This is an optimization exercise on Yosys and OpenROAD, whose aim is small area, not a production implementation.
In this exercise RTL edits were held to simulation tests only and were not proved equivalent to the original.
Power figures rest on the tool's default switching activity, not on a simulated workload. The flow treats the clock pin as an ideal source, which a real chip does not have.

## JK
==> flow/design.v <==
`timescale 1ns/1ps
module reg_file (
    input  logic       clk,
    input  logic [4:0] raddr1,
    input  logic [4:0] raddr2,
    output logic       rbit1,
    output logic       rbit2,
    input  logic       wen,
    input  logic [4:0] waddr,
    input  logic       wbit
);
    logic [31:0] tap;
    assign tap[0] = 1'b0;    
    genvar r;
    generate
        for (r = 1; r < 32; r++) begin : g_reg
            logic [31:0] ring;
            always_ff @(posedge clk) begin
                ring <= {(wen && waddr == 5'(r)) ? wbit : ring[0], ring[31:1]};
            end
            assign tap[r] = ring[0];
        end
    endgenerate
    assign rbit1 = tap[raddr1];
    assign rbit2 = tap[raddr2];
endmodule
`timescale 1ns/1ps
module cpu_top (
    input  logic        clk,
    input  logic        rst,
    output logic [31:0] imem_pc,
    input  logic [31:0] instruction,
    output logic [31:0] dmem_addr,
    output logic [31:0] dmem_wdata,
    output logic        dmem_write,
    output logic        dmem_read,
    input  logic [31:0] read_data
);
    logic [4:0]  ph;         
    logic        p2;         
    logic        rz;         
    logic        pend;       
    logic        f;          
    logic        cy;         
    logic        cyp;        
    logic        ib1, ib2;   
    logic [11:2] pch;
    logic [31:0] ring;
    logic [31:0] asr;        
    logic [31:0] wsr;        
    logic [31:0] ins;
    logic [5:0]  op, fn;
    logic        special, r_alu, i_alu, jr, jmp, jal, br, bne, lw, sw;
    logic        is_slt, slt_u, sub, lgc, zext, is_lui;
    logic [1:0]  lop;
    assign ins     = instruction;
    assign op      = ins[31:26];
    assign fn      = ins[5:0];
    assign special = (op == 6'h00);
    assign r_alu   = special && fn[5] && !fn[4] && (fn[3] ? (!fn[2] && fn[1]) : (fn[2] || fn[0]));
    assign jr      = special && (fn == 6'h08);
    assign i_alu   = (op[5:3] == 3'b001) && (op[2:0] != 3'b000);
    assign br      = (op[5:1] == 5'b00010);
    assign bne     = op[0];
    assign jmp     = (op[5:1] == 5'b00001);
    assign jal     = jmp && op[0];
    assign lw      = (op == 6'h23);
    assign sw      = (op == 6'h2b);
    assign is_slt  = r_alu ? fn[3] : (i_alu && !op[2] && op[1]);
    assign slt_u   = special ? fn[0] : op[0];
    assign sub     = special ? fn[1] : (!op[5] && op[1]);
    assign lgc     = special ? fn[2] : op[2];
    assign lop     = special ? fn[1:0] : op[1:0];
    assign zext    = i_alu && op[2];
    assign is_lui  = i_alu && (op[2:0] == 3'b111);
    logic ph0, ph31, ph2, lowph, ph_ge18, ph_ge28;
    assign ph0     = (ph == 5'd0);
    assign ph2     = (ph == 5'd2);
    assign ph31    = (ph == 5'd31);
    assign lowph   = (ph[4:1] == 4'd0);
    assign ph_ge18 = ph[4] && (ph[3:1] != 3'd0);
    assign ph_ge28 = (ph[4:2] == 3'b111);
    logic ibit;
    logic ibit_lo, ibit_hi;
    assign ibit_lo = ins[ph[3:0]];
    assign ibit_hi = ph[3] ? ins[{4'b1100, ph[0]}] : ins[{2'b10, ph[2:0]}];
    assign ibit    = (ph[4] && !is_lui) ? ibit_hi : ibit_lo;
    logic a, b, wen, wbit;
    logic [4:0] wa;
    reg_file u_rf (
        .clk    (clk),
        .raddr1 (ins[25:21]),
        .raddr2 (ins[20:16]),
        .rbit1  (a),
        .rbit2  (b),
        .wen    (wen),
        .waddr  (wa),
        .wbit   (wbit)
    );
    logic aa, immb, offb, bsel, bb, cin, s, cy_n, lres, res, lt, e;
    logic pcsum;
    assign aa   = br ? pcsum : a;    
    assign immb = ph[4] ? (ins[15] && !zext) : ibit;
    assign offb = !lowph && (ph_ge18 ? ins[15] : ib2);
    assign bsel = special ? b : (br ? offb : immb);
    assign bb   = bsel ^ sub;
    assign cin  = ph0 ? sub : cy;
    assign s    = aa ^ bb ^ cin;
    assign cy_n = (aa & bb) | (aa & cin) | (bb & cin);
    always_comb begin
        case (lop)
            2'b00:   lres = a & bsel;
            2'b01:   lres = a | bsel;
            2'b10:   lres = a ^ bsel;
            default: lres = special ? !(a | bsel) : (ph[4] && ibit);
        endcase
    end
    assign res = lgc ? lres : s;
    assign lt  = (a ^ bsel) ? (slt_u ? bsel : a) : !cy_n;
    assign e   = !(a ^ b);
    logic pcb, cyp_in, ring_in;
    assign pcb    = !rz && (pend ? asr[0] : ring[0]);
    assign cyp_in = ph2 ? !p2 : cyp;
    assign pcsum  = !lowph && (pcb ^ cyp_in);
    always_comb begin
        if (lowph)                    ring_in = 1'b0;
        else if (!p2 && jmp && !ph_ge28) ring_in = ib2;
        else if (!p2 && jr)           ring_in = a;
        else                          ring_in = pcsum;
    end
    assign wa   = special ? ins[15:11] : (ins[20:16] | {5{jal}});
    assign wen  = p2 ? (is_slt || lw) : (((r_alu || i_alu) && !is_slt) || jal);
    assign wbit = p2 ? (lw ? wsr[0] : (ph0 && f))
                     : (jal ? pcsum : res);
    logic taken, needs2;
    assign taken  = (f && e) ^ bne;
    assign needs2 = !p2 && (is_slt || lw);
    always_ff @(posedge clk) begin
        cy   <= cy_n;
        cyp  <= pcb & cyp_in;
        ib1  <= ibit;
        ib2  <= ib1;
        ring <= {ring_in, ring[31:1]};
        asr  <= {s, asr[31:1]};
        if (dmem_read) wsr <= read_data;
        else           wsr <= {b, wsr[31:1]};
        f    <= (ph31 && is_slt) ? lt : ((ph0 || f) && e);
        if (rst) begin
            ph  <= 5'd0;
            p2  <= 1'b0;
            rz  <= 1'b1;
            pend <= 1'b0;
            pch <= '0;
        end else begin
            ph <= ph + 5'd1;
            if (ph31) begin
                p2  <= needs2;
                rz  <= 1'b0;
                pend <= !p2 && br && taken;
                if (!p2 && br && taken) pch <= asr[12:3];
                else if (!needs2)       pch <= ring[12:3];
            end
        end
    end
    assign imem_pc    = {ring[31:12], pch, 2'b00};
    assign dmem_addr  = {s, asr[31:3], 2'b00};
    assign dmem_wdata = {b, wsr[31:1]};
    assign dmem_write = !p2 && sw && ph31;
    assign dmem_read  = !p2 && lw && ph31;
endmodule
export LEC_CHECK = 0
export CAP_MARGIN = 20
export CORE_MARGIN = 2
export CORE_UTILIZATION = 40
export SLEW_MARGIN = 20
create_clock -name core_clock -period 8.0 [get_ports {clk}]
standard.sh (not shown) runs the stock make flow with config.mk's settings and CLKGATE_MAP_FILE= SYNTH_SCRIPT=/design/flow/synth_recipe.tcl, a recipe that flattens the netlist after the stock synthesis.
==> flow/flow/run.sh <==
#!/bin/bash
# The standard ORFS layout (standard.sh), with two changes:
#  - ports are buffered with buf_1 instead of the flow's default buffer cell;
#  - the clock tree clusters up to 35 flip-flops per clkbuf_16 within 100 um and
#    inserts no dummy loads.
# make's output goes to standard.log; each ORFS step logs under orfs/logs/.
set -euo pipefail
export BUFFER_PORTS_ARGS="-buffer_cell sky130_fd_sc_hd__buf_1"
export CTS_ARGS="-sink_clustering_enable -repair_clock_nets -dont_use_dummy_load -buf_list sky130_fd_sc_hd__clkbuf_16 -sink_clustering_size 35 -sink_clustering_max_diameter 100"
bash standard.sh > standard.log 2>&1
Inputs modified between JK and MS:
--- a/flow/design.v
+++ b/flow/design.v
@@ -80,12 +80,9 @@
     assign lowph   = (ph[4:1] == 4'd0);
     assign ph_ge18 = ph[4] && (ph[3:1] != 3'd0);
     assign ph_ge28 = (ph[4:2] == 3'b111);
     logic ibit;
-    logic ibit_lo, ibit_hi;
-    assign ibit_lo = ins[ph[3:0]];
-    assign ibit_hi = ph[3] ? ins[{4'b1100, ph[0]}] : ins[{2'b10, ph[2:0]}];
-    assign ibit    = (ph[4] && !is_lui) ? ibit_hi : ibit_lo;
+    assign ibit = ins[{ph[4] && !is_lui, ph[3:0]}];
     logic a, b, wen, wbit;
     logic [4:0] wa;
     reg_file u_rf (
         .clk    (clk),
@@ -127,9 +124,9 @@
         else if (!p2 && jmp && !ph_ge28) ring_in = ib2;
         else if (!p2 && jr)           ring_in = a;
         else                          ring_in = pcsum;
     end
-    assign wa   = special ? ins[15:11] : (ins[20:16] | {5{jal}});
+    assign wa   = jal ? 5'd31 : (special ? ins[15:11] : ins[20:16]);
     assign wen  = p2 ? (is_slt || lw) : (((r_alu || i_alu) && !is_slt) || jal);
     assign wbit = p2 ? (lw ? wsr[0] : (ph0 && f))
                      : (jal ? pcsum : res);
     logic taken, needs2;
==> run notes <==
- Between JK and MS, combinational power is higher for MS, JK comes in under that.
- Delta (MS minus JK): post-layout utilization of the core level; number of placed cells counting well taps barely changed; area of combinational cells with multiple inputs picked up an extra 100 um^2.
- Compared to JK, the routing of MS uses less wire.
- In the reports for JK and MS, the larger final worst-path cycle share belongs to MS.
- Compared with JK, in MS adder-cell share of the synthesized area stayed essentially flat, portion of total power attributed to combinational logic rose by 0.3 points, number of buffers and inverters on the critical path rose by 1, number of top-level pins stayed essentially flat.

-- port drivers added, routing unchanged --
How much do the figures lean on ideal ports? The routed layouts below were timed once more, with nothing changed but the port constraints. Step 1 (the two cells are an assumption about what drives the block):
set clk [get_ports {clk}]
set_driving_cell -lib_cell sky130_fd_sc_hd__clkbuf_16 $clk
set_driving_cell -lib_cell sky130_fd_sc_hd__buf_2 [delete_from_list [all_inputs] $clk]
Step 2, shift: input delay + t, output delay - t, t = (earliest + latest rising clock arrival at the registers) / 2. This alone moves slack from input paths to output paths. Slacks: ideal ports / drivers / drivers and shift; pairs: ideal ports / drivers.
run	shift t [ns]	setup slack, ns	worst hold slack (ns)	worst setup path after step 2
JK	0.613	1.830 / 1.790 / 1.790	0.270 / 0.270 / 0.270	input to output
MS	0.599	1.810 / 1.741 / 1.741	0.243 / 0.243 / 0.243	input to output
After both steps setup and hold are still met in every run listed. The setup slack of MS, which loses most, moves by -0.069 ns with the drivers and by -0.069 ns with both steps.
